Source: an optimization exercise on an open RTL-to-GDS flow (aim: small area, a short achievable clock period and few clock cycles). Production flows keep margins and buffers that such runs may drop. Function was not checked in any run shown here: the RTL went through the layout flow alone. Power figures rest on the tool's default switching activity, not on a simulated workload.

$ cat config.mk
export PLATFORM = sky130hd
export DESIGN_NAME = swu_top
export DESIGN_NICKNAME = swu_top
export VERILOG_FILES = /design/flow/design.v
export SDC_FILE = /design/flow/constraint.sdc
export NUM_CORES = 4
export LEC_CHECK = 0
export ABC_CLOCK_PERIOD_IN_PS = 2500
export CAP_MARGIN = 20
export CORE_MARGIN = 2
export CORE_UTILIZATION = 60
export CTS_BUF_LIST = sky130_fd_sc_hd__clkbuf_16
export CTS_CLUSTER_DIAMETER = 60
export CTS_CLUSTER_SIZE = 32
export SETUP_SLACK_MARGIN = 4.3
export SLEW_MARGIN = 20
$ cat constraint.sdc
create_clock -name core_clock -period 6.5 [get_ports {aclk}]
set_input_delay 1.3000 -clock core_clock [delete_from_list [all_inputs] [get_ports {aclk}]]
set_output_delay 1.3000 -clock core_clock [all_outputs]
set_load 0.01 [all_outputs]
$ cat design.v
package swu_pkg;
   localparam int SIMD         = 2;
   localparam int IP_PRECISION = 8;
   localparam int DEF_IFM_WIDTH     = 12;
   localparam int DEF_IFM_HEIGHT    = 12;
   localparam int DEF_IFM_CHANNELS  = 8;
   localparam int DEF_KERNEL_HEIGHT = 3;
   localparam int DEF_KERNEL_WIDTH  = 3;
   localparam int DEF_STRIDE_HT     = 2;
   localparam int DEF_STRIDE_WT     = 2;
   localparam int IDX_W   = 16;
   localparam int COORD_W = 8;
   typedef logic [SIMD*IP_PRECISION-1:0] simd_word_t;
   typedef logic [IDX_W-1:0] idx_t;
   typedef struct packed {
      logic [COORD_W-1:0] out_row;
      logic [COORD_W-1:0] out_col;
      logic [COORD_W-1:0] k_row;
      logic [COORD_W-1:0] k_col;
      logic [COORD_W-1:0] fold;
   } window_pos_t;
endpackage
`timescale 1ns/1ps
module swu_line_buffer #(
   parameter int DEPTH = 48
) (
   input  logic                aclk,
   input  logic                shift_i,
   input  swu_pkg::simd_word_t din_i,
   output logic [DEPTH*16-1:0]  q_o
);
   swu_pkg::simd_word_t sr [DEPTH];
   always_ff @(posedge aclk) begin
      if (shift_i) begin
         for (int i = 0; i < DEPTH - 1; i++) begin
            sr[i] <= sr[i+1];
         end
         sr[DEPTH-1] <= din_i;
      end
   end
   for (genvar g = 0; g < DEPTH; g++) begin : g_q
      assign q_o[g*16 +: 16] = sr[g];
   end
endmodule
module swu_ring_buffer #(
   parameter int DEPTH = 48
) (
   input  logic                 aclk,
   input  logic [DEPTH/4-1:0]   load_i,    
   input  swu_pkg::simd_word_t  din_i,
   output logic [DEPTH*16-1:0]  q_o
);
   swu_pkg::simd_word_t r [DEPTH];
   always_ff @(posedge aclk) begin
      for (int i = 0; i < DEPTH; i++) begin
         if (i % 4 == 3) begin
            r[i] <= load_i[i/4] ? din_i : r[(i+1) % DEPTH];
         end else begin
            r[i] <= r[(i+1) % DEPTH];
         end
      end
   end
   for (genvar g = 0; g < DEPTH; g++) begin : g_q
      assign q_o[g*16 +: 16] = r[g];
   end
endmodule
`timescale 1ns/1ps
module swu_write_ctrl (
   input  logic       aclk,
   input  logic       aresetn,
   input  logic       adv_i,
   output logic [6:0] cls_o,      
   output logic [6:0] cls_inc_o   
);
   function automatic logic [6:0] classify(input logic [3:0] r, input logic [3:0] p, input logic [1:0] f);
      logic d;
      d = (p == 4'd11) || (r == 4'd11);
      classify = {r == 4'd11, !d && r == 4'd0, !d && r[0], !d && !r[0] && r != 4'd0,
                  p == 4'd10 && f == 2'd3, r == 4'd11 && p == 4'd11 && f == 2'd3,
                  p == 4'd0 && f == 2'd0};
   endfunction
   logic [3:0] row_q, px_q, row_i, px_i;
   logic [1:0] fold_q, fold_i;
   logic [6:0] cls_q, cls_n_q;
   always_comb begin
      row_i  = row_q;
      px_i   = px_q;
      fold_i = fold_q + 2'd1;
      if (fold_q == 2'd3) begin
         if (px_q == 4'd11) begin
            px_i  = 4'd0;
            row_i = (row_q == 4'd11) ? 4'd0 : row_q + 4'd1;
         end else begin
            px_i = px_q + 4'd1;
         end
      end
   end
   always_ff @(posedge aclk) begin
      if (!aresetn) begin
         row_q   <= '0;
         px_q    <= '0;
         fold_q  <= 2'd1;
         cls_q   <= classify(4'd0, 4'd0, 2'd0);
         cls_n_q <= classify(4'd0, 4'd0, 2'd1);
      end else if (adv_i) begin
         row_q   <= row_i;
         px_q    <= px_i;
         fold_q  <= fold_i;
         cls_q   <= cls_n_q;
         cls_n_q <= classify(row_i, px_i, fold_i);
      end
   end
   assign cls_o     = cls_q;
   assign cls_inc_o = cls_n_q;
endmodule
`timescale 1ns/1ps
module swu_window_addr_gen (
   input  logic        aclk,
   input  logic        aresetn,
   input  logic        step_i,
   output logic [11:0] pos_o,      
   output logic [11:0] pos_inc_o   
);
   function automatic logic [11:0] decode(input logic [2:0] oy, input logic [2:0] ox,
                                          input logic [1:0] kh, input logic [1:0] kw,
                                          input logic [1:0] c);
      logic       lk;
      logic [3:0] q4;
      lk = kh == 2'd0 && (ox == 3'd0 || kw != 2'd0);
      q4 = (kh == 2'd1) ? {ox, 1'b0} + {2'b00, kw}
         : (kh == 2'd2) ? 4'd9 + {2'b00, kw}
         : lk ? 4'd1 : 4'd0;
      decode = {q4, lk ? 2'd0 : c, kh != 2'd1, lk, kh == 2'd1,
                oy == 3'd4 && ox == 3'd4 && kh == 2'd2 && kw == 2'd2 && c == 2'd3,
                ox == 3'd4 && kh == 2'd1 && kw == 2'd2 && c == 2'd3,
                ox == 3'd4 && kh == 2'd1 && kw == 2'd1 && c == 2'd0};
   endfunction
   logic [2:0]  oy_q, ox_q, oy_i, ox_i;
   logic [1:0]  kh_q, kw_q, c_q, kh_i, kw_i, c_i;
   logic [11:0] pos_q, pos_n_q;
   always_comb begin
      oy_i = oy_q;
      ox_i = ox_q;
      kh_i = kh_q;
      kw_i = kw_q;
      c_i  = c_q + 2'd1;
      if (c_q == 2'd3) begin
         kw_i = (kw_q == 2'd2) ? 2'd0 : kw_q + 2'd1;
         if (kw_q == 2'd2) begin
            kh_i = (kh_q == 2'd2) ? 2'd0 : kh_q + 2'd1;
            if (kh_q == 2'd2) begin
               ox_i = (ox_q == 3'd4) ? 3'd0 : ox_q + 3'd1;
               if (ox_q == 3'd4) begin
                  oy_i = (oy_q == 3'd4) ? 3'd0 : oy_q + 3'd1;
               end
            end
         end
      end
   end
   always_ff @(posedge aclk) begin
      if (!aresetn) begin
         oy_q    <= '0;
         ox_q    <= '0;
         kh_q    <= '0;
         kw_q    <= '0;
         c_q     <= 2'd2;
         pos_q   <= decode(3'd0, 3'd0, 2'd0, 2'd0, 2'd0);
         pos_n_q <= decode(3'd0, 3'd0, 2'd0, 2'd0, 2'd1);
      end else if (step_i) begin
         oy_q    <= oy_i;
         ox_q    <= ox_i;
         kh_q    <= kh_i;
         kw_q    <= kw_i;
         c_q     <= c_i;
         pos_q   <= pos_n_q;
         pos_n_q <= decode(oy_q, ox_q, kh_q, kw_q, c_q);
      end
   end
   assign pos_o     = pos_q;
   assign pos_inc_o = pos_n_q;
endmodule
`timescale 1ns/1ps
module swu_output_stage (
   input  logic                aclk,
   input  logic                aresetn,
   input  logic                push_i,
   input  logic                last_i,    
   input  logic                done_i,    
   input  swu_pkg::simd_word_t data_i,
   input  logic                m_ready_i,
   output logic                m_valid_o,
   output swu_pkg::simd_word_t m_data_o,
   output logic                skid_full_o,
   output logic                release_o,  
   output logic                out_free_o  
);
   logic                out_valid;
   logic                out_wait;
   logic                skid_valid;
   logic                skid_wait;
   swu_pkg::simd_word_t out_data;
   swu_pkg::simd_word_t skid_data;
   logic                out_free;
   logic                in_wait;
   assign out_free  = out_valid ? m_ready_i : !out_wait;
   assign in_wait   = last_i && !done_i;
   assign release_o = out_wait && done_i;
   always_ff @(posedge aclk) begin
      if (!aresetn) begin
         out_valid  <= 1'b0;
         out_wait   <= 1'b0;
         skid_valid <= 1'b0;
         skid_wait  <= 1'b0;
      end else begin
         skid_valid <= !out_free && (skid_valid || push_i);
         if (!out_free && !skid_valid) begin
            skid_wait <= in_wait;
         end
         if (out_free) begin
            if (skid_valid) begin
               out_valid <= !skid_wait;
               out_wait  <= skid_wait;
            end else begin
               out_valid <= push_i && !in_wait;
               out_wait  <= push_i && in_wait;
            end
         end else if (release_o) begin
            out_valid <= 1'b1;
            out_wait  <= 1'b0;
         end
      end
   end
   always_ff @(posedge aclk) begin
      if (!aresetn) begin
         out_data <= '0;
      end else if (out_free) begin
         out_data <= skid_valid ? skid_data : data_i;
      end
   end
   always_ff @(posedge aclk) begin
      if (!out_free && !skid_valid) begin
         skid_data <= data_i;
      end
   end
   assign m_valid_o   = out_valid;
   assign m_data_o    = out_data;
   assign skid_full_o = skid_valid;
   assign out_free_o  = out_free;
endmodule
`timescale 1ns/1ps
module swu_top #(
   parameter int IFM_WIDTH     = swu_pkg::DEF_IFM_WIDTH,
   parameter int IFM_HEIGHT    = swu_pkg::DEF_IFM_HEIGHT,
   parameter int IFM_CHANNELS  = swu_pkg::DEF_IFM_CHANNELS,
   parameter int KERNEL_HEIGHT = swu_pkg::DEF_KERNEL_HEIGHT,
   parameter int KERNEL_WIDTH  = swu_pkg::DEF_KERNEL_WIDTH,
   parameter int STRIDE_HT     = swu_pkg::DEF_STRIDE_HT,
   parameter int STRIDE_WT     = swu_pkg::DEF_STRIDE_WT
) (
   input  logic                aclk,
   input  logic                aresetn,
   input  swu_pkg::simd_word_t s_axis_tdata_i,
   input  logic                s_axis_tvalid_i,
   output logic                s_axis_tready_o,
   output swu_pkg::simd_word_t m_axis_tdata_o,
   output logic                m_axis_tvalid_o,
   input  logic                m_axis_tready_i
);
   localparam int EDEPTH = 48;    
   localparam int BDEPTH = 44;    
   typedef struct packed {
      logic tready;
      logic free;
      logic need;
      logic e_take;
      logic b_take;
   } dec_t;
   typedef struct packed {
      logic e_ok;      
      logic b_ok;      
      logic in_done;   
   } flags_t;
   typedef struct packed {
      logic [3:0] blk;
      logic [1:0] ph;
   } phase_t;
   function automatic dec_t decide(input logic [6:0] cls, input logic [11:0] pos,
                                   input logic [1:0] phe, input logic [1:0] phb,
                                   input flags_t fl, input logic fok);
      logic row0, odd, even, first, drop, started, lock, bread, lockable;
      logic ale, pale, alb, b0;
      dec_t d;
      row0     = cls[5];
      odd      = cls[4];
      even     = cls[3];
      first    = cls[0];
      drop     = !(row0 || odd || even);
      started  = odd && !first;
      lock     = pos[4];
      bread    = pos[3];
      lockable = pos[0];
      ale      = !pos[5] || (phe == pos[7:6]);
      pale     = phe == 2'd0;
      alb      = phb == pos[7:6];
      b0       = phb == 2'd0;
      d.e_take = (row0 && fl.e_ok && pale) || (even && lock && fok && ale);
      d.b_take = odd && b0 && (fl.b_ok || (bread && fok && (started || lockable)));
      d.tready = drop || d.e_take || d.b_take;
      d.need   = fok && ((lock && even && ale) || (bread && started && b0));
      d.free   = fok && !lock && ale && !(bread && (started || !alb));
      decide = d;
   endfunction
   function automatic flags_t next_flags(input flags_t fl, input logic step, input logic acc,
                                         input logic rel, input logic [6:0] cls,
                                         input logic [11:0] pos);
      flags_t n;
      n.e_ok    = (step && pos[2]) || (fl.e_ok && !(acc && cls[5] && cls[2]));
      n.b_ok    = (step && pos[1]) || (fl.b_ok && !(acc && cls[4] && cls[2]));
      n.in_done = (acc && cls[1]) ? 1'b1 : (rel || (step && pos[2])) ? 1'b0 : fl.in_done;
      next_flags = n;
   endfunction
   function automatic phase_t adv_phase(input phase_t p, input logic load, input logic [3:0] nblk);
      phase_t n;
      n = p;
      if (!load) begin
         n.ph = p.ph + 2'd1;
         if (p.ph == 2'd3) begin
            n.blk = (p.blk == nblk - 4'd1) ? 4'd0 : p.blk + 4'd1;
         end
      end
      adv_phase = n;
   endfunction
   function automatic logic [3:0] tap(input logic [3:0] q4, input logic [3:0] blk,
                                      input logic [3:0] nblk);
      logic [4:0] t;
      t = {1'b0, q4} - {1'b0, blk};
      tap = t[4] ? t[3:0] + nblk : t[3:0];
   endfunction
   dec_t        dec_q, dec_a0, dec_a1, dec_b0, dec_b1;
   flags_t      fl_q, fl_a, fl_b;
   phase_t      pe_q, pe_a, pe_b, pb_q, pb_a, pb_b;
   logic [6:0]  cls, cls_inc, cls_b;
   logic [11:0] pos, pos_inc, pos_a, pos_b;
   logic [3:0]  te_q, tb_q, te_a, te_b, tb_a, tb_b;
   logic        kh1_q, kh1_a, kh1_b;
   logic        tv;
   logic        acc;
   logic        seq_step;
   logic        e_shift, b_shift;
   logic        step_a, step_b;
   logic        skid_full, out_valid, out_free, skid_a, skid_b;
   logic        released;
   logic [11:0] e_load;
   logic [10:0] b_load;
   logic [EDEPTH*16-1:0] ev;
   logic [BDEPTH*16-1:0] od;
   swu_pkg::simd_word_t  rd_data;
   assign tv       = s_axis_tvalid_i;
   assign acc      = tv && dec_q.tready;
   assign seq_step = dec_q.free || (tv && dec_q.need);
   assign e_shift  = tv && dec_q.e_take;
   assign b_shift  = tv && dec_q.b_take;
   swu_write_ctrl u_write_ctrl (
      .aclk      (aclk),
      .aresetn   (aresetn),
      .adv_i     (acc),
      .cls_o     (cls),
      .cls_inc_o (cls_inc)
   );
   swu_window_addr_gen u_window_addr_gen (
      .aclk      (aclk),
      .aresetn   (aresetn),
      .step_i    (seq_step),
      .pos_o     (pos),
      .pos_inc_o (pos_inc)
   );
   for (genvar k = 0; k < EDEPTH / 4; k++) begin : g_eload
      assign e_load[k] = e_shift && (pe_q.blk == 4'(EDEPTH / 4 - 1 - k));
   end
   for (genvar k = 0; k < BDEPTH / 4; k++) begin : g_bload
      assign b_load[k] = b_shift && (pb_q.blk == 4'(BDEPTH / 4 - 1 - k));
   end
   swu_ring_buffer #(.DEPTH(EDEPTH)) u_even_buf (
      .aclk   (aclk),
      .load_i (e_load),
      .din_i  (s_axis_tdata_i),
      .q_o    (ev)
   );
   swu_ring_buffer #(.DEPTH(BDEPTH)) u_odd_buf (
      .aclk   (aclk),
      .load_i (b_load),
      .din_i  (s_axis_tdata_i),
      .q_o    (od)
   );
   assign rd_data = kh1_q ? od[{tb_q, 2'b00} * 16 +: 16] : ev[{te_q, 2'b00} * 16 +: 16];
   swu_output_stage u_output_stage (
      .aclk        (aclk),
      .aresetn     (aresetn),
      .push_i      (seq_step),
      .last_i      (pos[2]),
      .done_i      (fl_q.in_done),
      .data_i      (rd_data),
      .m_ready_i   (m_axis_tready_i),
      .m_valid_o   (out_valid),
      .m_data_o    (m_axis_tdata_o),
      .skid_full_o (skid_full),
      .release_o   (released),
      .out_free_o  (out_free)
   );
   assign m_axis_tvalid_o = out_valid;
   assign step_a = dec_q.free;
   assign step_b = dec_q.free || dec_q.need;
   assign pos_a  = step_a ? pos_inc : pos;
   assign pos_b  = step_b ? pos_inc : pos;
   assign cls_b  = dec_q.tready ? cls_inc : cls;
   assign fl_a   = next_flags(fl_q, step_a, 1'b0, released, cls, pos);
   assign fl_b   = next_flags(fl_q, step_b, dec_q.tready, released, cls, pos);
   assign pe_a = adv_phase(pe_q, 1'b0, 4'(EDEPTH / 4));
   assign pe_b = adv_phase(pe_q, dec_q.e_take, 4'(EDEPTH / 4));
   assign pb_a = adv_phase(pb_q, 1'b0, 4'(BDEPTH / 4));
   assign pb_b = adv_phase(pb_q, dec_q.b_take, 4'(BDEPTH / 4));
   assign te_a  = tap(pos_a[11:8], pe_a.blk, 4'(EDEPTH / 4));
   assign te_b  = tap(pos_b[11:8], pe_b.blk, 4'(EDEPTH / 4));
   assign tb_a  = tap((cls[4] && !cls[0])     ? 4'd9 : pos_a[11:8], pb_a.blk, 4'(BDEPTH / 4));
   assign tb_b  = tap((cls_b[4] && !cls_b[0]) ? 4'd9 : pos_b[11:8], pb_b.blk, 4'(BDEPTH / 4));
   assign kh1_a = pos_a[3];
   assign kh1_b = pos_b[3];
   assign dec_a0 = decide(cls,   pos_a, pe_a.ph, pb_a.ph, fl_a, 1'b0);
   assign dec_a1 = decide(cls,   pos_a, pe_a.ph, pb_a.ph, fl_a, 1'b1);
   assign dec_b0 = decide(cls_b, pos_b, pe_b.ph, pb_b.ph, fl_b, 1'b0);
   assign dec_b1 = decide(cls_b, pos_b, pe_b.ph, pb_b.ph, fl_b, 1'b1);
   assign skid_a = !out_free && (skid_full || step_a);
   assign skid_b = !out_free && (skid_full || step_b);
   always_ff @(posedge aclk) begin
      if (!aresetn) begin
         fl_q  <= 3'b110;
         pe_q  <= '0;
         pb_q  <= '0;
         te_q  <= 4'd1;
         tb_q  <= 4'd0;
         kh1_q <= 1'b0;
         dec_q <= decide(7'b0100001, 12'b0001_00_1_1_0_0_0_0, 2'd0, 2'd0, 3'b110, 1'b1);
      end else if (tv) begin
         fl_q  <= fl_b;
         pe_q  <= pe_b;
         pb_q  <= pb_b;
         te_q  <= te_b;
         tb_q  <= tb_b;
         kh1_q <= kh1_b;
         dec_q <= skid_b ? dec_b0 : dec_b1;
      end else begin
         fl_q  <= fl_a;
         pe_q  <= pe_a;
         pb_q  <= pb_a;
         te_q  <= te_a;
         tb_q  <= tb_a;
         kh1_q <= kh1_a;
         dec_q <= skid_a ? dec_a0 : dec_a1;
      end
   end
   assign s_axis_tready_o = dec_q.tready;
endmodule
$ cat run.sh
#!/bin/bash
# synth_recipe.tcl (not shown) runs the flow's synth.tcl, then flattens the netlist and writes it again
# the make line also repeats each setting of config.mk as NAME=value (left out here)
make -C /OpenROAD-flow-scripts/flow DESIGN_CONFIG=/design/flow/config.mk WORK_HOME=/design/flow/orfs CLKGATE_MAP_FILE= SYNTH_SCRIPT=/design/flow/synth_recipe.tcl finish
==> flow_summary_export.csv, run 1 <==
group,metric,value,unit
run_status,status,"complete, no violations",
place,port-buffer-count,37,
cells_and_area,drive_gt1_share,27.20,%
cts,cts_tree,"built",
global_route,grt_max_degree,54,
worst_setup_path,crit_required,7.03,ns
synth,synth_top_family_by_area,"multiplexers",
synth,synth.area.top_cells,"dfxtp_1, mux2_2, mux4_2",
worst_setup_path,worstPathMaxFanout,4,
sta,fin_setup_tns,0,ns
synth,synth_seq_cells,1595,
worst_setup_path,critPathMaxStageDelay,0.58,ns
worst_setup_path,crit_top_cell,"and2_4",
synth,ys.flop_type,"dfxtp_1",
route,drc,0,
min_path,min_to,"u_odd_buf.r[41][0]",
sta,worstMarginPinSlew,1.116,ns
floorplan,dieArea,75900,sq um
synth,synth_mux_area_share,15.35,%
worst_setup_path,cp_top_family,"simple AND/OR/NAND/NOR gates",
floorplan,die_height,275.5,um
route,wirelength,91080,um
global_route,grt_first_pass_wirelength,136400,um
sta,setup_violations,0,
synth,ys_seq_area_share,72.56,%
synth,ys_async_sr_fraction,0,%
synth,synth_warnings,8,
cells_and_area,post-route-util,69.01,%
place,place_area,45890,sq um
place,dp_hpwl,52450,um
cells_and_area,multi_input_area,12530,sq um
synth,synth_top_area_share,71.47,%
synth,yosysUniqueCellTypes,75,
worst_setup_path,worstSetupPathType,"reg -> reg",
cells_and_area,n_fill_cell,4984,
sta,skew,0.03707,ns
flow_run,maxCapViolations,0,
sta,rsz0062_at_grt,"true",
pwr,powerDensity,355.4,nW/um^2
cts,clk_pin_slew,0.11,ns
synth,syn_nets,3092,
cts,clock-sinks,1595,
route,firstDrtPassIters,8,
cells_and_area,regArea,32220,sq um
synth,synth.largest_area_cell,"dfxtp_1",
place,gp_congestion,0.8110,
sta,drv_slew,0,
synth,synth_area,44230,sq um
cells_and_area,antennaDiodeCount,0,
synth,postSynthCellCount,3027,
route,drt_iter0_markers,1469,
worst_setup_path,crit_chain,"buf_8 -> or3b_4 -> and2_4 -> and2_4 -> ha_4 -> fa_2 -> a21oi_2 -> nor3_2 -> xnor3_1 -> a22o_1",
synth,synth-simple-area-share,3.797,%
worst_setup_path,startpoint_type,"flip-flop",
sta,min_period,2.639,ns
cells_and_area,fin_nets,3168,
cells_and_area,stdcell_area,50350,sq um
route,vias_per_cell,5.415,
place,dp_slack,2.177,ns
cts,cts_buffer_depth,3,
floorplan,io-pin-count,38,
cts,root_buffer,"clkbuf_16",
worst_setup_path,end_kind,"flip-flop",
min_path,hp-start,"u_odd_buf.r[42][0]",
sta,hold_slack,0.3131,ns
cts,clk_latency,0.66,ns
global_route,gr-total-overflow,0,
cts,htree_levels,3,
global_route,antenna_found_initial,2,
worst_setup_path,cp_num_buf_inv,1,
sta,final_hold_viol_count,0,
sta,slew_headroom,25.53,%
synth,synth_fa_ha_area_share,1.341,%
synth,avgSynthCellArea,14.61,sq um
route,via_count,22270,
synth,synth_compound_area_share,4.481,%
worst_setup_path,timing.rr.end,"tb_q[3]",
sta,final_critical_path_setup_slack,3.861,ns
global_route,grtUsageTotal,23.88,%
floorplan,core,72960,sq um
global_route,grt_pass1_vias,22490,
min_path,min-delay-path-class,"reg -> reg",
sta,fmax,378.9,MHz
cts,cts_hold_buffers,0,
synth,synth_edf_count,16,
worst_setup_path,crit_slowest_cell,"fa_2",
floorplan,initial_core_util,60.62,%
cts,numCtsBuffers,74,
floorplan,fp.dieW,275.5,um
worst_setup_path,r2r_start,"dec_q[4]",
worst_setup_path,r2r_cells,10,
route,routedWlPerCell,22.14,um
floorplan,row_count,99,
pwr,peakVddDrop,0.3324,mV
min_path,min_path_cells,0,
synth,synth-xor-area-share,0.5177,%
pwr,p_leak,20.09,nW
worst_setup_path,cp.arrival,3.17,ns
route,antenna_left,0,
worst_setup_path,reg2reg_slack,3.86,ns
sta,timing.final.crit_share,40.60,%
cells_and_area,syn_to_final_growth,13.84,%
-- stage by stage --
stage               cells  power [mW]
global placement     3899       12.16
detailed placement   3899       12.21
floorplan            3027       11.81
finish               4113       17.89
CTS                  4083       17.95
global route         4113       18.51
-- flip-flops by register name, summed over array words and instances, names as in the netlist, 4 cells and up --
signal / count
dec_q: 5
pb_q: 6
pe_q: 6
tb_q: 4
te_q: 4
u_even_buf.r: 768
u_odd_buf.r: 704
u_output_stage.out_data: 16
u_output_stage.skid_data: 16
u_window_addr_gen.pos_n_q: 12
u_window_addr_gen.pos_q: 12
u_write_ctrl.cls_n_q: 6
u_write_ctrl.cls_q: 6
u_write_ctrl.px_q: 4
u_write_ctrl.row_q: 4
-- worst max path at each step --
stage / start / endpoint / cells after the start
floorplan: u_write_ctrl.cls_q[4] / tb_q[3] / 10
global placement: s_axis_tvalid_i / u_odd_buf.r[23][6] / 7
detailed placement: s_axis_tvalid_i / u_odd_buf.r[23][7] / 7
CTS: dec_q[4] / tb_q[3] / 10
global route: dec_q[4] / tb_q[2] / 11
finish: dec_q[4] / tb_q[3] / 10
-- kinds of logic after synthesis --
family | Yosys count
buf+inv | 184
simple gates | 338
fa+ha+maj | 45
flops | 1595
compound gates | 297
xor+xnor | 23
mux | 545
-- metal layers --
metal | wire, um | share of wire, % | track usage [%]
met5 | 20 | 0.022 | 0
met4 | 2585 | 2.8 | 6.814
met3 | 3133 | 3.4 | 3.071
met2 | 41430 | 45 | 38.50
met1 | 43910 | 48 | 34.05
-- layout make-up --
type	instances	area share, %
timing repair buffer	144	3.221
clock buffer	78	3.877
clock inverter	49	1.347
multi-input combinational	1249	24.88
inverter	39	0.3007
sequential	1595	63.99
tap	959	2.383
-- where the power goes --
group | internal [mW] | leakage, nW | switching [mW]
Sequential | 10.7 | 13.0 | 0.338
Clock | 2.46 | 1.28 | 3.25
Combinational | 0.596 | 5.76 | 0.557
Total | 13.7 | 20.1 | 4.15
-- placed cells by master, fill, tap and decap left out, types with 14 or more instances in the layout --
cell type	n
mux4_2	50
o22ai_1	20
inv_1	39
dfxtp_4	29
a21oi_1	67
clkbuf_16	81
dfxtp_1	1536
o31a_1	18
a2bb2oi_1	16
buf_4	66
buf_6	28
ha_1	30
nor2_1	67
mux4_1	14
mux2i_1	84
nand2_1	108
o21ai_0	50
mux2_4	96
edfxtp_1	16
dfxtp_2	14
nor3_1	14
a31oi_1	22
buf_12	22
nand3_1	28
mux2_2	284
-- cells in the mapped netlist (5+ instances only) --
master and n:
nand2_2 13, or3b_2 5, o31a_1 18, nor2b_1 13, buf_4 13, o311ai_1 14
nor3b_1 8, buf_6 7, a2bb2oi_1 16, mux4_1 14, o221ai_1 18, nand4_1 8
o21ai_0 55, nand3b_1 5, a31oi_1 22, a211oi_1 13, nand2b_1 8, and3_1 7
clkbuf_1 76, or3_1 5, a21o_1 5, o311ai_0 5, ha_1 41, o21a_1 7
mux2_2 378, nor3_1 18, buf_2 42, edfxtp_1 16, xnor2_1 11, nand3_1 30
o22ai_1 20, and2_1 10, inv_1 38, xor2_1 10, mux2i_1 101, o31ai_1 5
buf_1 5, a21oi_1 72, dfxtp_1 1579, nor2_1 74, mux4_2 50, nand2_1 113
-- what timing repair did --
action	CTS	global route
pin swaps	28	21
endpoints found under the hold margin	0	0
setup buffers	56	26
gates cloned	1	3
endpoints found under the setup margin	521	203
gates resized for setup	248	66
==> run 2, diff against run 1 <==
--- a/design.v
+++ b/design.v
@@ -344,2 +344,6 @@
    logic [3:0]  te_q, tb_q, te_a, te_b, tb_a, tb_b;
+   logic [3:0]  te_c [4];
+   logic [3:0]  tb_c [6];
+   logic [3:0]  pe_blk_n, pb_blk_n;
+   logic        we_a, we_b, wb_a, wb_b, st_a, st_b;
    logic        kh1_q, kh1_a, kh1_b;
@@ -421,6 +425,24 @@
    assign pb_b = adv_phase(pb_q, dec_q.b_take, 4'(BDEPTH / 4));
-   assign te_a  = tap(pos_a[11:8], pe_a.blk, 4'(EDEPTH / 4));
-   assign te_b  = tap(pos_b[11:8], pe_b.blk, 4'(EDEPTH / 4));
-   assign tb_a  = tap((cls[4] && !cls[0])     ? 4'd9 : pos_a[11:8], pb_a.blk, 4'(BDEPTH / 4));
-   assign tb_b  = tap((cls_b[4] && !cls_b[0]) ? 4'd9 : pos_b[11:8], pb_b.blk, 4'(BDEPTH / 4));
+   assign pe_blk_n = (pe_q.blk == 4'(EDEPTH / 4 - 1)) ? 4'd0 : pe_q.blk + 4'd1;
+   assign pb_blk_n = (pb_q.blk == 4'(BDEPTH / 4 - 1)) ? 4'd0 : pb_q.blk + 4'd1;
+   assign te_c[0] = tap(pos[11:8],     pe_q.blk, 4'(EDEPTH / 4));
+   assign te_c[1] = tap(pos[11:8],     pe_blk_n, 4'(EDEPTH / 4));
+   assign te_c[2] = tap(pos_inc[11:8], pe_q.blk, 4'(EDEPTH / 4));
+   assign te_c[3] = tap(pos_inc[11:8], pe_blk_n, 4'(EDEPTH / 4));
+   assign tb_c[0] = tap(pos[11:8],     pb_q.blk, 4'(BDEPTH / 4));
+   assign tb_c[1] = tap(pos[11:8],     pb_blk_n, 4'(BDEPTH / 4));
+   assign tb_c[2] = tap(pos_inc[11:8], pb_q.blk, 4'(BDEPTH / 4));
+   assign tb_c[3] = tap(pos_inc[11:8], pb_blk_n, 4'(BDEPTH / 4));
+   assign tb_c[4] = tap(4'd9,          pb_q.blk, 4'(BDEPTH / 4));
+   assign tb_c[5] = tap(4'd9,          pb_blk_n, 4'(BDEPTH / 4));
+   assign we_a = pe_q.ph == 2'd3;
+   assign we_b = (pe_q.ph == 2'd3) && !dec_q.e_take;
+   assign wb_a = pb_q.ph == 2'd3;
+   assign wb_b = (pb_q.ph == 2'd3) && !dec_q.b_take;
+   assign st_a = cls[4] && !cls[0];
+   assign st_b = cls_b[4] && !cls_b[0];
+   assign te_a = te_c[{step_a, we_a}];
+   assign te_b = te_c[{step_b, we_b}];
+   assign tb_a = st_a ? tb_c[{2'b10, wb_a}] : tb_c[{1'b0, step_a, wb_a}];
+   assign tb_b = st_b ? tb_c[{2'b10, wb_b}] : tb_c[{1'b0, step_b, wb_b}];
    assign kh1_a = pos_a[3];
--- a/config.mk
+++ b/config.mk
@@ -10,3 +10,3 @@
 export CORE_MARGIN = 2
-export CORE_UTILIZATION = 60
+export CORE_UTILIZATION = 72
 export CTS_BUF_LIST = sky130_fd_sc_hd__clkbuf_16
==> run 2 against run 1 <==
Effect of this change:
- area after synthesis rose by 1.9%
- sequential power barely moved
- core utilization grew 15 points
- critical path depth up 4
- setup slack worse by 0.56 ns
- total power shrank 2.7%
- die area shrank 15%
- sequential share of layout area is 2.4 points lower
- hold slack improved by 0.0085 ns
- routed wire length increased by 17%
- global-route usage is 8.6 points higher
- critical path type unchanged
- largest cell class unchanged
- highest routed layer is now met4
==> flow_summary_export.csv, run 2 <==
group,metric,value,unit
place,place_area,47250,sq um
worst_setup_path,worstPathMaxFanout,3,
sta,rsz0062_at_grt,"true",
worst_setup_path,r2r_start,"pb_q[2]",
synth,avgSynthCellArea,14.29,sq um
sta,setup_violations,0,
synth,yosysUniqueCellTypes,73,
worst_setup_path,crit_required,7.02,ns
min_path,hp-start,"u_even_buf.r[6][11]",
place,gp_congestion,0.9228,
sta,final_hold_viol_count,0,
cells_and_area,layout_common_cells,"dfxtp_1, mux2_4, mux2_2, nand2_1, buf_4",
synth,synth_warnings,10,
place,dp_hpwl,57020,um
cells_and_area,reg.largest.list,"u_even_buf.r (768), u_odd_buf.r (704)",
floorplan,fp.dieW,254.2,um
worst_setup_path,reg2reg_slack,3.30,ns
floorplan,die_height,254.2,um
synth,synth_edf_count,16,
cells_and_area,largest_register_ffs,768,
cts,cts_tree,"built",
synth,synth_area,45070,sq um
route,vias_per_cell,5.933,
synth,synth_top_area_share,70.13,%
route,drc,0,
pwr,powerDensity,333.5,nW/um^2
route,antenna_left,0,
route,via_count,24730,
route,firstDrtPassIters,5,
worst_setup_path,end_kind,"flip-flop",
sta,worstMarginPinSlew,1.149,ns
route,drt_iter0_markers,2202,
cells_and_area,mostFrequentLayoutCell,"dfxtp_1",
worst_setup_path,worstSetupPathType,"reg -> reg",
synth,yosysMostFrequentCell,"dfxtp_1",
worst_setup_path,cp.arrival,3.72,ns
floorplan,io-pin-count,38,
cts,clock-sinks,1595,
floorplan,initial_core_util,72.91,%
cells_and_area,syn_to_final_growth,15.88,%
floorplan,row_count,91,
min_path,min_path_cells,0,
global_route,grt_pass1_vias,25170,
global_route,grt_max_degree,68,
place,port-buffer-count,37,
cts,clk_latency,0.65,ns
sta,fin_setup_tns,0,ns
cells_and_area,drive_gt1_share,29.66,%
sta,skew,0.03203,ns
pwr,power,17.42,mW
sta,timing.final.crit_share,49.16,%
route,routedWlPerCell,25.61,um
synth,synth.largest_area_cell,"dfxtp_1",
run_status,status,"complete, no violations",
flow_run,maxCapViolations,0,
synth,synth.area.top_cells,"dfxtp_1, mux2_2, mux4_2",
place,dp_cells,3917,
min_path,min-delay-path-class,"reg -> reg",
worst_setup_path,cp_top_family,"adder cells",
synth,ys_seq_area_share,71.20,%
cells_and_area,layout.cells.non_filler,4169,
synth,ys.flop_type,"dfxtp_1",
worst_setup_path,crit_chain,"inv_6 -> ha_4 -> and3b_2 -> nor2_4 -> ha_4 -> inv_2 -> fa_2 -> inv_2 -> ha_4 -> o31ai_4 -> o31ai_4 -> mux4_2 -> o31ai_2 -> a311oi_1",
pwr,p_leak,20.88,nW
cts,cts_buffer_depth,3,
cts,clk_pin_slew,0.12,ns
sta,drv_slew,0,
cells_and_area,largest_register,"u_even_buf.r",
global_route,grt_first_pass_wirelength,156300,um
synth,synth_seq_cells,1595,
worst_setup_path,cp_num_buf_inv,3,
cells_and_area,stdcell_area,52230,sq um
worst_setup_path,critPathMaxStageDelay,0.53,ns
sta,min_period,3.195,ns
global_route,antenna_found_initial,0,
cells_and_area,post-route-util,84.48,%
synth,postSynthCellCount,3155,
global_route,gr-total-overflow,0,
worst_setup_path,crit_slowest_cell,"fa_2",
global_route,grtUsageTotal,32.48,%
worst_setup_path,crit_start,"pb_q[2]",
worst_setup_path,timing.rr.end,"tb_q[2]",
cts,cts_hold_buffers,0,
synth,ys_async_sr_fraction,0,%
cts,numCtsBuffers,66,
route,wirelength,106800,um
sta,fmax,313.0,MHz
cts,htree_levels,3,
worst_setup_path,r2r_cells,14,
floorplan,core,61830,sq um
cts,root_buffer,"clkbuf_16",
sta,slew_headroom,23.40,%
synth,netlist_top_cells_count,"dfxtp_1, mux2_2, nand2_1",
worst_setup_path,startpoint_type,"flip-flop",
worst_setup_path,crit_top_cell,"ha_4",
min_path,min_to,"u_even_buf.r[5][11]",
cells_and_area,fin_nets,3403,
synth,syn_nets,3257,
pwr,peakVddDrop,0.2928,mV
floorplan,dieArea,64620,sq um
## run 2: cell count changes after synthesis, sizes merged, moves of 24 or more
cell | previous run | this run
buf | 68 | 40
clkbuf | 77 | 102
ha | 41 | 74
mux2i | 101 | 59
nand2 | 126 | 155
o21ai | 55 | 79
## run 2: kinds of logic (layout without fill, tap and decap cells)
group | Yosys count | in the layout | share of synthesized area (%)
other | 0 | 1 | 0
DFF | 1595 | 1595 | 71.20
adders and majority gates | 82 | 82 | 2.409
muxes | 519 | 519 | 15.00
AOI/OAI and AO/OA | 365 | 365 | 5.274
and+or+nand+nor | 362 | 362 | 3.589
buffers and inverters | 193 | 369 | 1.740
xor gates and xnor gates | 39 | 39 | 0.7883
## run 2: how the worst max path moves through the flow
stage                                to  slack, ns  depth (start not counted)
floorplan                       tb_q[2]       3.25                         16
global placement     u_odd_buf.r[19][9]       2.49                          5
detailed placement  u_odd_buf.r[19][14]       2.47                          5
CTS                             tb_q[2]       3.36                         14
global route                    tb_q[2]       3.22                         14
finish                          tb_q[2]       3.30                         14
## run 2: per-stage QoR
stage                     setup WS [ns]  hold slack (ns)
after floorplan                   3.253           0.3096
after global placement            2.486           0.3099
after detailed placement          2.473           0.3121
after CTS                         3.359           0.3233
after global routing              3.225           0.3284
final                             3.305           0.3216
## run 2: metal layers
metal	wire [um]	vias up	track usage (%)	part of all wire, %
met5	0	-	0	0
met4	3023	0	8.723	2.8
met3	5935	218	4.787	5.6
met2	51570	889	54.24	48
met1	46260	12500	44.86	43
li1	-	11130	-	-
## run 2: final cells by class
class / count / area, sq um
tap: 837 / 1047
timing repair buffer: 220 / 2384
clock buffer: 68 / 1702
inverter: 51 / 217.7
multi-input combinational: 1367 / 14310
clock inverter: 30 / 400.4
fill: 2882 / 9594
antenna: 1 / 2.502
sequential: 1595 / 32170
## run 2: timing repair
action                                 in CTS  in global routing
gates cloned                                1                  2
endpoints found under the hold margin       0                  0
setup buffers                             117                 33
gates resized for setup                   337                 84
pin swaps                                  71                 49
setup endpoints to repair                 523                166
## run 2: where the power goes
| part | switching [mW] | internal, mW | leakage, nW |
|---|---|---|---|
| registers | 0.343 | 10.5 | 13.0 |
| logic | 0.706 | 0.711 | 6.79 |
| clock network | 3.07 | 2.09 | 1.05 |
| total | 4.11 | 13.3 | 20.9 |
==> run 3, diff against run 2 <==
--- a/design.v
+++ b/design.v
@@ -71,9 +71,10 @@
    input  logic       adv_i,
-   output logic [6:0] cls_o,      
-   output logic [6:0] cls_inc_o   
+   output logic [7:0] cls_o,      
+   output logic [7:0] cls_inc_o   
 );
-   function automatic logic [6:0] classify(input logic [3:0] r, input logic [3:0] p, input logic [1:0] f);
-      logic d;
-      d = (p == 4'd11) || (r == 4'd11);
-      classify = {r == 4'd11, !d && r == 4'd0, !d && r[0], !d && !r[0] && r != 4'd0,
+   function automatic logic [7:0] classify(input logic [3:0] r, input logic [3:0] p, input logic [1:0] f);
+      logic d, ev;
+      d  = (p == 4'd11) || (r == 4'd11);
+      ev = !d && !r[0] && r != 4'd0;
+      classify = {ev && p <= 4'd2, r == 4'd11, !d && r == 4'd0, !d && r[0], ev,
                   p == 4'd10 && f == 2'd3, r == 4'd11 && p == 4'd11 && f == 2'd3,
@@ -83,3 +84,3 @@
    logic [1:0] fold_q, fold_i;
-   logic [6:0] cls_q, cls_n_q;
+   logic [7:0] cls_q, cls_n_q;
    always_comb begin
@@ -120,6 +121,6 @@
    input  logic        step_i,
-   output logic [11:0] pos_o,      
-   output logic [11:0] pos_inc_o   
+   output logic [14:0] pos_o,      
+   output logic [14:0] pos_inc_o   
 );
-   function automatic logic [11:0] decode(input logic [2:0] oy, input logic [2:0] ox,
+   function automatic logic [14:0] decode(input logic [2:0] oy, input logic [2:0] ox,
                                           input logic [1:0] kh, input logic [1:0] kw,
@@ -128,5 +129,6 @@
       logic [3:0] q4;
-      lk = kh == 2'd0 && (ox == 3'd0 || kw != 2'd0);
+      lk = kh == 2'd0 && ox != 3'd0 && kw != 2'd0;
       q4 = (kh == 2'd1) ? {ox, 1'b0} + {2'b00, kw}
          : (kh == 2'd2) ? 4'd9 + {2'b00, kw}
+         : (ox == 3'd0) ? 4'd1 + {2'b00, kw}
          : lk ? 4'd1 : 4'd0;
@@ -135,3 +137,4 @@
                 ox == 3'd4 && kh == 2'd1 && kw == 2'd2 && c == 2'd3,
-                ox == 3'd4 && kh == 2'd1 && kw == 2'd1 && c == 2'd0};
+                ox == 3'd4 && kh == 2'd1 && kw == 2'd1 && c == 2'd0,
+                ox == 3'd0 && kh != 2'd0, ox == 3'd0 && kh == 2'd2, kh == 2'd0};
    endfunction
@@ -139,3 +142,3 @@
    logic [1:0]  kh_q, kw_q, c_q, kh_i, kw_i, c_i;
-   logic [11:0] pos_q, pos_n_q;
+   logic [14:0] pos_q, pos_n_q;
    always_comb begin
@@ -286,8 +289,9 @@
    } phase_t;
-   function automatic dec_t decide(input logic [6:0] cls, input logic [11:0] pos,
+   function automatic dec_t decide(input logic [7:0] cls, input logic [14:0] pos,
                                    input logic [1:0] phe, input logic [1:0] phb,
                                    input flags_t fl, input logic fok);
-      logic row0, odd, even, first, drop, started, lock, bread, lockable;
-      logic ale, pale, alb, b0;
+      logic row0, odd, even, early, first, drop, started, lock, bread, lockable;
+      logic w0ld, w0k2, kh0, ale, pale, alb, b0, rdy;
       dec_t d;
+      early    = cls[7];
       row0     = cls[5];
@@ -298,14 +302,19 @@
       started  = odd && !first;
-      lock     = pos[4];
-      bread    = pos[3];
-      lockable = pos[0];
-      ale      = !pos[5] || (phe == pos[7:6]);
+      lock     = pos[7];
+      bread    = pos[6];
+      lockable = pos[3];
+      w0ld     = pos[2];
+      w0k2     = pos[1];
+      kh0      = pos[0];
+      ale      = !pos[8] || (phe == pos[10:9]);
       pale     = phe == 2'd0;
-      alb      = phb == pos[7:6];
+      alb      = phb == pos[10:9];
       b0       = phb == 2'd0;
-      d.e_take = (row0 && fl.e_ok && pale) || (even && lock && fok && ale);
+      rdy      = !(kh0 && fl.e_ok) && !(bread && fl.b_ok) && !(w0k2 && (!even || early));
+      d.e_take = (row0 && fl.e_ok && pale) || (even && lock && fok && ale)
+               || (early && w0ld && pale);
       d.b_take = odd && b0 && (fl.b_ok || (bread && fok && (started || lockable)));
       d.tready = drop || d.e_take || d.b_take;
-      d.need   = fok && ((lock && even && ale) || (bread && started && b0));
-      d.free   = fok && !lock && ale && !(bread && (started || !alb));
+      d.need   = fok && ((lock && even && ale) || (bread && started && b0 && !fl.b_ok));
+      d.free   = fok && !lock && ale && rdy && !(bread && (started || !alb));
       decide = d;
@@ -313,8 +322,8 @@
    function automatic flags_t next_flags(input flags_t fl, input logic step, input logic acc,
-                                         input logic rel, input logic [6:0] cls,
-                                         input logic [11:0] pos);
+                                         input logic rel, input logic [7:0] cls,
+                                         input logic [14:0] pos);
       flags_t n;
-      n.e_ok    = (step && pos[2]) || (fl.e_ok && !(acc && cls[5] && cls[2]));
-      n.b_ok    = (step && pos[1]) || (fl.b_ok && !(acc && cls[4] && cls[2]));
-      n.in_done = (acc && cls[1]) ? 1'b1 : (rel || (step && pos[2])) ? 1'b0 : fl.in_done;
+      n.e_ok    = (step && pos[5]) || (fl.e_ok && !(acc && cls[5] && cls[2]));
+      n.b_ok    = (step && pos[4]) || (fl.b_ok && !(acc && cls[4] && cls[2]));
+      n.in_done = (acc && cls[1]) ? 1'b1 : (rel || (step && pos[5])) ? 1'b0 : fl.in_done;
       next_flags = n;
@@ -341,4 +350,4 @@
    phase_t      pe_q, pe_a, pe_b, pb_q, pb_a, pb_b;
-   logic [6:0]  cls, cls_inc, cls_b;
-   logic [11:0] pos, pos_inc, pos_a, pos_b;
+   logic [7:0]  cls, cls_inc, cls_b;
+   logic [14:0] pos, pos_inc, pos_a, pos_b;
    logic [3:0]  te_q, tb_q, te_a, te_b, tb_a, tb_b;
@@ -403,3 +412,3 @@
       .push_i      (seq_step),
-      .last_i      (pos[2]),
+      .last_i      (pos[5]),
       .done_i      (fl_q.in_done),
@@ -427,10 +436,10 @@
    assign pb_blk_n = (pb_q.blk == 4'(BDEPTH / 4 - 1)) ? 4'd0 : pb_q.blk + 4'd1;
-   assign te_c[0] = tap(pos[11:8],     pe_q.blk, 4'(EDEPTH / 4));
-   assign te_c[1] = tap(pos[11:8],     pe_blk_n, 4'(EDEPTH / 4));
-   assign te_c[2] = tap(pos_inc[11:8], pe_q.blk, 4'(EDEPTH / 4));
-   assign te_c[3] = tap(pos_inc[11:8], pe_blk_n, 4'(EDEPTH / 4));
-   assign tb_c[0] = tap(pos[11:8],     pb_q.blk, 4'(BDEPTH / 4));
-   assign tb_c[1] = tap(pos[11:8],     pb_blk_n, 4'(BDEPTH / 4));
-   assign tb_c[2] = tap(pos_inc[11:8], pb_q.blk, 4'(BDEPTH / 4));
-   assign tb_c[3] = tap(pos_inc[11:8], pb_blk_n, 4'(BDEPTH / 4));
+   assign te_c[0] = tap(pos[14:11],     pe_q.blk, 4'(EDEPTH / 4));
+   assign te_c[1] = tap(pos[14:11],     pe_blk_n, 4'(EDEPTH / 4));
+   assign te_c[2] = tap(pos_inc[14:11], pe_q.blk, 4'(EDEPTH / 4));
+   assign te_c[3] = tap(pos_inc[14:11], pe_blk_n, 4'(EDEPTH / 4));
+   assign tb_c[0] = tap(pos[14:11],     pb_q.blk, 4'(BDEPTH / 4));
+   assign tb_c[1] = tap(pos[14:11],     pb_blk_n, 4'(BDEPTH / 4));
+   assign tb_c[2] = tap(pos_inc[14:11], pb_q.blk, 4'(BDEPTH / 4));
+   assign tb_c[3] = tap(pos_inc[14:11], pb_blk_n, 4'(BDEPTH / 4));
    assign tb_c[4] = tap(4'd9,          pb_q.blk, 4'(BDEPTH / 4));
@@ -447,4 +456,4 @@
    assign tb_b = st_b ? tb_c[{2'b10, wb_b}] : tb_c[{1'b0, step_b, wb_b}];
-   assign kh1_a = pos_a[3];
-   assign kh1_b = pos_b[3];
+   assign kh1_a = pos_a[6];
+   assign kh1_b = pos_b[6];
    assign dec_a0 = decide(cls,   pos_a, pe_a.ph, pb_a.ph, fl_a, 1'b0);
@@ -463,3 +472,3 @@
          kh1_q <= 1'b0;
-         dec_q <= decide(7'b0100001, 12'b0001_00_1_1_0_0_0_0, 2'd0, 2'd0, 3'b110, 1'b1);
+         dec_q <= decide(8'b00100001, 15'b0001_00_1_0_0_0_0_0_0_0_1, 2'd0, 2'd0, 3'b110, 1'b1);
       end else if (tv) begin
==> run 3 against run 2 <==
Effect of this change:
- flip-flop and latch count increased by 8
- setup slack got worse by 0.069 ns
- clock power increased by 0.8%
- global-route usage increased by 0.92 points
- critical path type unchanged
- non-clock buffer count decreased by 28
- critical endpoint is now tb_q[1]
- synthesized cell count increased by 3.9%
- sequential share of layout area decreased by 0.40 points
- routed wire length increased by 5.0%
- die area increased by 1.8%
- still clean
==> flow_summary_export.csv, run 3 <==
group,metric,value,unit
run_status,status,"complete, no violations",
floorplan,fp.dieW,256.5,um
cells_and_area,reg.largest.list,"u_even_buf.r (768), u_odd_buf.r (704)",
worst_setup_path,r2r_cells,14,
min_path,min-delay-path-class,"reg -> reg",
synth,synth_area,45900,sq um
synth,syn_nets,3377,
worst_setup_path,startpoint_type,"flip-flop",
synth,avgSynthCellArea,14.01,sq um
route,wirelength,112100,um
worst_setup_path,worstPathMaxFanout,5,
worst_setup_path,crit_top_cell,"a21oi_2",
global_route,grt_max_degree,52,
cells_and_area,fin_nets,3478,
min_path,hp-start,"u_even_buf.r[15][13]",
route,vias_per_cell,6.003,
route,firstDrtPassIters,5,
worst_setup_path,reg2reg_slack,3.24,ns
cells_and_area,stdcell_area,52880,sq um
synth,yosysMostFrequentCell,"dfxtp_1",
cts,cts_buffer_depth,3,
place,dp_hpwl,62070,um
worst_setup_path,crit_slowest_cell,"mux4_2",
cts,clock-sinks,1603,
global_route,grt_pass1_vias,26470,
floorplan,die_height,256.5,um
global_route,gr-total-overflow,0,
synth,ys_seq_area_share,70.26,%
synth,yosysUniqueCellTypes,76,
route,drc,0,
worst_setup_path,r2r_start,"pb_q[2]",
sta,setup_violations,0,
worst_setup_path,cp.arrival,3.81,ns
synth,postSynthCellCount,3277,
synth,ys_async_sr_fraction,0,%
synth,netlist_top_cells_count,"dfxtp_1, mux2_2, nor2_1",
sta,skew,0.04713,ns
cells_and_area,post-route-util,83.82,%
route,via_count,25510,
cts,root_buffer,"clkbuf_16",
floorplan,row_count,92,
floorplan,dieArea,65790,sq um
cts,clk_latency,0.67,ns
cts,numCtsBuffers,67,
cells_and_area,mostFrequentLayoutCell,"dfxtp_1",
cells_and_area,syn_to_final_growth,15.19,%
worst_setup_path,worstSetupPathType,"reg -> reg",
cells_and_area,layout_common_cells,"dfxtp_1, mux2_4, mux2_2, nor2_1, nand2_1",
sta,worstMarginPinSlew,0.9735,ns
sta,fin_setup_tns,0,ns
sta,timing.final.crit_share,50.23,%
worst_setup_path,end_kind,"flip-flop",
worst_setup_path,crit_chain,"inv_6 -> ha_4 -> and3b_2 -> nor2_4 -> ha_2 -> inv_2 -> fa_2 -> a21o_1 -> a21oi_2 -> mux2_4 -> mux4_2 -> nor2_2 -> a21oi_2 -> o22ai_1",
cts,cts_tree,"built",
synth,synth_top_area_share,69.21,%
synth,synth_warnings,10,
global_route,antenna_found_initial,1,
place,port-buffer-count,37,
cells_and_area,drive_gt1_share,29.32,%
sta,drv_slew,0,
synth,synth_seq_cells,1603,
min_path,min_to,"u_even_buf.r[14][13]",
pwr,p_leak,21.09,nW
place,gp_congestion,0.8702,
cts,clk_pin_slew,0.12,ns
place,place_area,48080,sq um
global_route,grt_first_pass_wirelength,165200,um
synth,synth.area.top_cells,"dfxtp_1, mux2_2, mux4_2",
route,drt_iter0_markers,2456,
cts,htree_levels,3,
worst_setup_path,crit_required,7.05,ns
worst_setup_path,critPathMaxStageDelay,0.48,ns
worst_setup_path,timing.rr.end,"tb_q[1]",
cells_and_area,largest_register_ffs,768,
min_path,min_path_cells,0,
floorplan,initial_core_util,72.77,%
synth,synth.largest_area_cell,"dfxtp_1",
worst_setup_path,cp_top_family,"multiplexers",
sta,final_hold_viol_count,0,
sta,min_period,3.265,ns
sta,slew_headroom,35.10,%
sta,fmax,306.3,MHz
cells_and_area,largest_register,"u_even_buf.r",
sta,hold_slack,0.3205,ns
floorplan,core,63080,sq um
floorplan,io-pin-count,38,
synth,synth_edf_count,16,
cells_and_area,antennaDiodeCount,0,
flow_run,maxCapViolations,0,
global_route,grtUsageTotal,33.40,%
route,routedWlPerCell,26.37,um
route,antenna_left,0,
synth,ys.flop_type,"dfxtp_1",
sta,rsz0062_at_grt,"true",
pwr,peakVddDrop,0.3150,mV
pwr,powerDensity,329.8,nW/um^2
worst_setup_path,cp_num_buf_inv,2,
[run 3: cell types whose count changed after synthesis, sizes merged, moves of 18 or more]
cell / delta
nand3: +26
nand2: -24
nor2: +50
clkbuf: +24
nor3: +24
nand2b: +18
nand4: +19
a22oi: -18
o21ai: -45
[run 3: logic make-up (layout without fill, tap and decap cells)]
group / count (synthesis) / after routing / synth area share, %
xor+xnor: 36 / 36 / 0.6869
compound gates: 303 / 303 / 4.255
flops: 1603 / 1603 / 70.26
buf+inv: 211 / 337 / 1.826
fa+ha+maj: 80 / 80 / 2.311
simple gates: 510 / 511 / 5.454
mux: 534 / 534 / 15.21
[run 3: routing by layer]
| layer | global-route usage, % | share of wire, % | vias up |
|---|---|---|---|
| met5 | 0 | 0 | - |
| met4 | 13.34 | 4.8 | 0 |
| met3 | 4.765 | 5.5 | 261 |
| met2 | 55.33 | 48 | 931 |
| met1 | 44.78 | 42 | 12850 |
| li1 | - | - | 11470 |
[run 3: timing repair]
item / 4_1_cts / 5_1_grt
hold buffers: 0 / 0
pin swaps: 70 / 45
cloned: 2 / 1
endpoints found under the setup margin: 531 / 239
buffers inserted: 92 / 26
endpoints found under the hold margin: 0 / 0
gates resized for setup: 369 / 96
[run 3: how the worst max path moves through the flow]
stage,start,end,cells after the start
finish,pb_q[2],tb_q[1],14
global route,pb_q[2],tb_q[1],14
CTS,pb_q[2],tb_q[3],15
detailed placement,s_axis_tvalid_i,u_write_ctrl.cls_n_q[0],6
global placement,s_axis_tvalid_i,u_odd_buf.r[11][5],5
floorplan,pb_q[2],tb_q[1],16
[run 3: layout make-up]
cell class | instances | area [sq um]
Sequential cell | 1603 | 32360
Multi-Input combinational cell | 1464 | 15110
Fill cell | 3029 | 10200
Timing Repair Buffer | 192 | 2044
Clock buffer | 69 | 1727
Tap cell | 846 | 1059
Clock inverter | 26 | 360.3
Inverter | 50 | 214.0
[run 3: report_power, final]
| group | switching [mW] | internal [mW] |
|---|---|---|
| clock network | 3.11 | 2.09 |
| registers | 0.354 | 10.5 |
| logic | 0.684 | 0.657 |
[run 3: stage by stage]
stage,worst slack (ns),total power [mW],instances
final,3.235,17.44,4250
after global routing,3.167,17.88,4250
after CTS,3.321,17.25,4223
after detailed placement,2.443,12.08,4034
after floorplan,3.214,11.68,3277
after global placement,2.489,12.01,4034

[afterwards: timing with drivers on the ports]
The flow's constraints put no driver on any port. The routed layouts listed below were extracted and timed again, unchanged, in two steps. Step 1 sets driving cells, clkbuf_16 on the clock port and buf_2 on the other inputs (assumed; they add their load-dependent delay and slew). Step 2, shift: input delay + t, output delay - t, t = (earliest + latest rising clock arrival at the registers) / 2. This alone moves slack from input paths to output paths. a / b / c = ideal ports / drivers / drivers and shift; a / b = the first two.
run | t (ns) | setup slack, ns | worst hold slack (ns) | clock arrival spread, ns | cell pins on the clock port's net
run 1 | 0.708 | 3.861 / 3.861 / 3.588 | 0.313 / 0.313 / 0.313 | 0.038 / 0.038 | 1
run 2 | 0.706 | 3.305 / 3.305 / 3.305 | 0.322 / 0.322 / 0.322 | 0.036 / 0.035 | 1
run 3 | 0.710 | 3.235 / 3.235 / 3.235 | 0.321 / 0.321 / 0.321 | 0.049 / 0.049 | 1
After both steps setup and hold are still met in every run listed. For run 1, which loses most, drivers alone change the setup slack by 0.000 ns; drivers and shift together by -0.273 ns.
